Background: an optimization exercise with open tools, aiming at small area and a short achievable clock period. Do not read the settings as production practice.
Only simulation tests tie the RTL to the original design; equivalence was not proved.
Power is estimated from default activity; no workload was simulated.

==> flow/design.v <==
module read_data_sink #(
    parameter int DATA_W     = 128,
    parameter int ID_W       = 4,
    parameter int BURST_LEN  = 100,
    parameter int NUM_BURSTS = 5,
    parameter int EXP_ID     = 0,
    parameter int FIFO_DEPTH = 16
) (
    input  logic                            clk,
    input  logic                            sys_rst_n,
    input  logic                            init_done,
    input  logic [DATA_W-1:0]               AXI_RDATA,
    input  logic [ID_W-1:0]                 AXI_RID,
    input  logic                            AXI_RLAST,
    input  logic [1:0]                      AXI_RRESP,
    input  logic                            AXI_RVALID,
    output logic                            AXI_RREADY,
    output logic [DATA_W-1:0]               m_data,
    output logic                            m_last,
    output logic                            m_valid,
    input  logic                            m_ready,
    output logic [$clog2(NUM_BURSTS+1)-1:0] burst_cnt,
    output logic [$clog2(BURST_LEN)-1:0]    beat_cnt,
    output logic                            err_last,
    output logic                            err_resp,
    output logic                            err_id,
    output logic                            rd_done
);
    localparam int BURST_W = $clog2(NUM_BURSTS+1);
    localparam int BEAT_W  = $clog2(BURST_LEN);
    localparam int CNT_W   = $clog2(FIFO_DEPTH) + 1;
    localparam int RAM_N   = FIFO_DEPTH - 1;
    localparam logic [1:0] IDLE_ST  = 2'b00;
    localparam logic [1:0] RUN_ST   = 2'b01;
    localparam logic [1:0] DRAIN_ST = 2'b10;
    localparam logic [1:0] DONE_ST  = 2'b11;
    localparam logic [BEAT_W-1:0]  BEAT_LAST   = BEAT_W'(BURST_LEN - 1);
    localparam logic [BURST_W-1:0] BURST_FINAL = BURST_W'(NUM_BURSTS - 1);
    localparam logic [BURST_W-1:0] BURST_MAX   = BURST_W'(NUM_BURSTS);
    localparam logic [CNT_W-1:0]   CNT_FULL    = CNT_W'(FIFO_DEPTH);
    localparam logic [ID_W-1:0]    EXP_ID_V    = ID_W'(EXP_ID);
    localparam logic [1:0]         RESP_OKAY   = 2'b00;
    logic [1:0]          state_r, state_nxt_s;
    logic [CNT_W-1:0]    cnt_r, cnt_nxt_s;
    logic [BEAT_W-1:0]   beat_cnt_r;
    logic [BURST_W-1:0]  burst_cnt_r;
    logic                err_last_r, err_resp_r, err_id_r;
    logic                rd_done_r;
    logic                rready_r;
    logic                valid_r;
    logic                last_r;
    logic                head_in_r;       
    logic [RAM_N-1:0]    wr_oh_r;         
    logic [RAM_N-1:0]    rd_oh_r;         
    logic [DATA_W-1:0]   head_r;
    logic [DATA_W-1:0]   ram_r [RAM_N];
    logic [DATA_W-1:0]   head_d_s;
    logic srst_s, acc_s, pop_s, last_flag_s, final_beat_s;
    logic ram_push_s, ram_pop_s;
    logic eq0_s, eq1_s, c0_s, c1_s;
    assign srst_s       = !init_done;
    assign acc_s        = AXI_RVALID && rready_r;
    assign pop_s        = m_ready && valid_r;
    assign last_flag_s  = (beat_cnt_r == BEAT_LAST);
    assign final_beat_s = acc_s && last_flag_s && (burst_cnt_r == BURST_FINAL);
    assign c0_s         = !valid_r;
    assign c1_s         = (cnt_r == CNT_W'(1));
    always_comb begin
        state_nxt_s = state_r;
        if (srst_s) begin
            state_nxt_s = IDLE_ST;
        end else begin
            case (state_r)
                IDLE_ST:  state_nxt_s = RUN_ST;
                RUN_ST:   state_nxt_s = final_beat_s ? DRAIN_ST : RUN_ST;
                DRAIN_ST: state_nxt_s = c0_s ? DONE_ST : DRAIN_ST;
                DONE_ST:  state_nxt_s = DONE_ST;
                default:  state_nxt_s = IDLE_ST;
            endcase
        end
    end
    always_comb begin
        cnt_nxt_s = cnt_r;
        if (srst_s) begin
            cnt_nxt_s = '0;
        end else begin
            case ({acc_s, pop_s})
                2'b10:   cnt_nxt_s = cnt_r + CNT_W'(1);
                2'b01:   cnt_nxt_s = cnt_r - CNT_W'(1);
                default: cnt_nxt_s = cnt_r;
            endcase
        end
    end
    assign eq0_s = ({2'b00, cnt_r} == beat_cnt_r + BEAT_W'(1));
    assign eq1_s = ({2'b00, cnt_r} == beat_cnt_r + BEAT_W'(2));
    always_ff @(posedge clk or negedge sys_rst_n) begin
        if (!sys_rst_n) begin
            state_r   <= IDLE_ST;
            rd_done_r <= 1'b0;
            cnt_r     <= '0;
            rready_r  <= 1'b0;
            valid_r   <= 1'b0;
            head_in_r <= 1'b1;
            last_r    <= 1'b0;
        end else begin
            state_r   <= state_nxt_s;
            rd_done_r <= (state_nxt_s == DONE_ST);
            cnt_r     <= cnt_nxt_s;
            rready_r  <= (state_nxt_s == RUN_ST) && (cnt_nxt_s != CNT_FULL);
            valid_r   <= (cnt_nxt_s != '0);
            head_in_r <= (cnt_nxt_s <= CNT_W'(1));
            if (pop_s)
                last_r <= eq1_s || (acc_s && last_flag_s && c1_s);
            else
                last_r <= eq0_s || (acc_s && last_flag_s && c0_s);
        end
    end
    assign ram_push_s = acc_s && !(c0_s || (c1_s && pop_s));
    assign ram_pop_s  = pop_s && !head_in_r;
    always_ff @(posedge clk or negedge sys_rst_n) begin
        if (!sys_rst_n) begin
            wr_oh_r <= RAM_N'(1);
            rd_oh_r <= RAM_N'(1);
        end else if (srst_s) begin
            wr_oh_r <= RAM_N'(1);
            rd_oh_r <= RAM_N'(1);
        end else begin
            if (ram_push_s)
                wr_oh_r <= {wr_oh_r[RAM_N-2:0], wr_oh_r[RAM_N-1]};
            if (ram_pop_s)
                rd_oh_r <= {rd_oh_r[RAM_N-2:0], rd_oh_r[RAM_N-1]};
        end
    end
    for (genvar k = 0; k < RAM_N; k++) begin : g_ram
        always_ff @(posedge clk) begin
            if (wr_oh_r[k] && !cnt_r[CNT_W-1])
                ram_r[k] <= AXI_RDATA;
        end
    end
    always_comb begin
        head_d_s = head_in_r ? AXI_RDATA : '0;
        for (int k = 0; k < RAM_N; k++)
            head_d_s = head_d_s | (ram_r[k] & {DATA_W{rd_oh_r[k] && !head_in_r}});
    end
    always_ff @(posedge clk) begin
        if (m_ready || c0_s)
            head_r <= head_d_s;
    end
    always_ff @(posedge clk or negedge sys_rst_n) begin
        if (!sys_rst_n) begin
            beat_cnt_r  <= {BEAT_W{1'b0}};
            burst_cnt_r <= {BURST_W{1'b0}};
        end else if (srst_s) begin
            beat_cnt_r  <= {BEAT_W{1'b0}};
            burst_cnt_r <= {BURST_W{1'b0}};
        end else if (acc_s) begin
            if (last_flag_s) begin
                beat_cnt_r <= {BEAT_W{1'b0}};
                if (burst_cnt_r < BURST_MAX) begin
                    burst_cnt_r <= burst_cnt_r + BURST_W'(1);
                end
            end else begin
                beat_cnt_r <= beat_cnt_r + BEAT_W'(1);
            end
        end
    end
    always_ff @(posedge clk or negedge sys_rst_n) begin
        if (!sys_rst_n) begin
            err_last_r <= 1'b0;
            err_resp_r <= 1'b0;
            err_id_r   <= 1'b0;
        end else if (srst_s) begin
            err_last_r <= 1'b0;
            err_resp_r <= 1'b0;
            err_id_r   <= 1'b0;
        end else if (acc_s) begin
            if (AXI_RLAST != last_flag_s) begin
                err_last_r <= 1'b1;
            end
            if (AXI_RRESP != RESP_OKAY) begin
                err_resp_r <= 1'b1;
            end
            if (AXI_RID != EXP_ID_V) begin
                err_id_r <= 1'b1;
            end
        end
    end
    assign AXI_RREADY = rready_r;
    assign m_valid    = valid_r;
    assign m_data     = head_r;
    assign m_last     = last_r;
    assign burst_cnt  = burst_cnt_r;
    assign beat_cnt   = beat_cnt_r;
    assign err_last   = err_last_r;
    assign err_resp   = err_resp_r;
    assign err_id     = err_id_r;
    assign rd_done    = rd_done_r;
endmodule
clock: 4.5 ns
lec_check: 0
cap_margin: 20
core_margin: 2
core_utilization: 40
setup_slack_margin: 2.4
slew_margin: 20
run.sh (not shown) runs the stock make flow with config.mk's settings and CLKGATE_MAP_FILE= SYNTH_SCRIPT=/design/flow/synth_recipe.tcl, a recipe that flattens the netlist after the stock synthesis.
The first run produced a clean layout.
Edit:
--- a/flow/design.v
+++ b/flow/design.v
@@ -66,4 +66,21 @@
     assign c0_s         = !valid_r;
     assign c1_s         = (cnt_r == CNT_W'(1));
+    logic st_idle_s, st_run_s, st_drain_s, st_done_s;
+    logic fb_arm_s;       
+    logic full_s, c15_s, c2_s;
+    logic up_s, dn_s;
+    logic [CNT_W-1:0] cnt_inc_s, cnt_dec_s;
+    assign st_idle_s  = (state_r == IDLE_ST);
+    assign st_run_s   = (state_r == RUN_ST);
+    assign st_drain_s = (state_r == DRAIN_ST);
+    assign st_done_s  = (state_r == DONE_ST);
+    assign fb_arm_s   = last_flag_s && (burst_cnt_r == BURST_FINAL);
+    assign full_s     = cnt_r[CNT_W-1];
+    assign c15_s      = (cnt_r == CNT_W'(FIFO_DEPTH - 1));
+    assign c2_s       = (cnt_r == CNT_W'(2));
+    assign up_s       = acc_s && !pop_s;
+    assign dn_s       = pop_s && !acc_s;
+    assign cnt_inc_s  = cnt_r + CNT_W'(1);
+    assign cnt_dec_s  = cnt_r - CNT_W'(1);
     always_comb begin
         state_nxt_s = state_r;
@@ -81,17 +98,20 @@
     end
     always_comb begin
-        cnt_nxt_s = cnt_r;
-        if (srst_s) begin
+        if (srst_s)
             cnt_nxt_s = '0;
-        end else begin
-            case ({acc_s, pop_s})
-                2'b10:   cnt_nxt_s = cnt_r + CNT_W'(1);
-                2'b01:   cnt_nxt_s = cnt_r - CNT_W'(1);
-                default: cnt_nxt_s = cnt_r;
-            endcase
-        end
+        else if (up_s)
+            cnt_nxt_s = cnt_inc_s;
+        else if (dn_s)
+            cnt_nxt_s = cnt_dec_s;
+        else
+            cnt_nxt_s = cnt_r;
     end
     assign eq0_s = ({2'b00, cnt_r} == beat_cnt_r + BEAT_W'(1));
     assign eq1_s = ({2'b00, cnt_r} == beat_cnt_r + BEAT_W'(2));
+    logic run_nxt_s, full_nxt_s, valid_nxt_s, head_in_nxt_s;
+    assign run_nxt_s     = st_idle_s || (st_run_s && !(acc_s && fb_arm_s));
+    assign full_nxt_s    = (full_s && !pop_s) || (c15_s && up_s);
+    assign valid_nxt_s   = acc_s || (valid_r && !(pop_s && c1_s));
+    assign head_in_nxt_s = c0_s || (c1_s && !up_s) || (c2_s && dn_s);
     always_ff @(posedge clk or negedge sys_rst_n) begin
         if (!sys_rst_n) begin
@@ -105,9 +125,9 @@
         end else begin
             state_r   <= state_nxt_s;
-            rd_done_r <= (state_nxt_s == DONE_ST);
             cnt_r     <= cnt_nxt_s;
-            rready_r  <= (state_nxt_s == RUN_ST) && (cnt_nxt_s != CNT_FULL);
-            valid_r   <= (cnt_nxt_s != '0);
-            head_in_r <= (cnt_nxt_s <= CNT_W'(1));
+            rd_done_r <= !srst_s && (st_done_s || (st_drain_s && c0_s));
+            rready_r  <= !srst_s && run_nxt_s && !full_nxt_s;
+            valid_r   <= !srst_s && valid_nxt_s;
+            head_in_r <= srst_s || head_in_nxt_s;
             if (pop_s)
                 last_r <= eq1_s || (acc_s && last_flag_s && c1_s);
@@ -138,12 +158,16 @@
         end
     end
+    logic              hold_s, ld_in_s;
+    logic [RAM_N-1:0]  ld_ram_s;
+    assign hold_s   = valid_r && !m_ready;
+    assign ld_in_s  = head_in_r && !hold_s;
+    assign ld_ram_s = rd_oh_r & {RAM_N{!head_in_r && m_ready}};
     always_comb begin
-        head_d_s = head_in_r ? AXI_RDATA : '0;
+        head_d_s = (head_r & {DATA_W{hold_s}}) | (AXI_RDATA & {DATA_W{ld_in_s}});
         for (int k = 0; k < RAM_N; k++)
-            head_d_s = head_d_s | (ram_r[k] & {DATA_W{rd_oh_r[k] && !head_in_r}});
+            head_d_s = head_d_s | (ram_r[k] & {DATA_W{ld_ram_s[k]}});
     end
     always_ff @(posedge clk) begin
-        if (m_ready || c0_s)
-            head_r <= head_d_s;
+        head_r <= head_d_s;
     end
     always_ff @(posedge clk or negedge sys_rst_n) begin
- cell area increases by 2.1%
- critical path depth is higher by 1
- sequential power is lower by about 7%
- global-route usage barely changes
- wire length went up by about 2.7%
- worst setup slack gains 0.062 ns

## what the ideal ports hide
How much do the figures lean on ideal ports? The routed layouts below were timed once more, with nothing changed but the port constraints.
Step 1: set_driving_cell puts a clkbuf_16 on clk and a buf_2 on each other input, an assumption about the parent block.
Step 2 moves the port delays by t, midway between the first and last clock arrival at a register: inputs arrive t later, outputs are due t later. That takes back most of the time a late clock gives input paths.
a / b / c = no drivers / after step 1 / after step 2; a / b = the first two.
run	shift t [ns]	slack for setup (ns)	clock arrival spread, ns	slew at the worst register clock pin (ns)
the first run	0.932	1.947 / 1.861 / 1.505	0.076 / 0.076	0.07 / 0.07
the second run	0.922	2.009 / 1.916 / 1.537	0.068 / 0.068	0.07 / 0.07
After both steps every run listed still meets setup and hold. For the second run, which loses most, drivers alone change the setup slack by -0.093 ns; drivers and shift together by -0.472 ns.
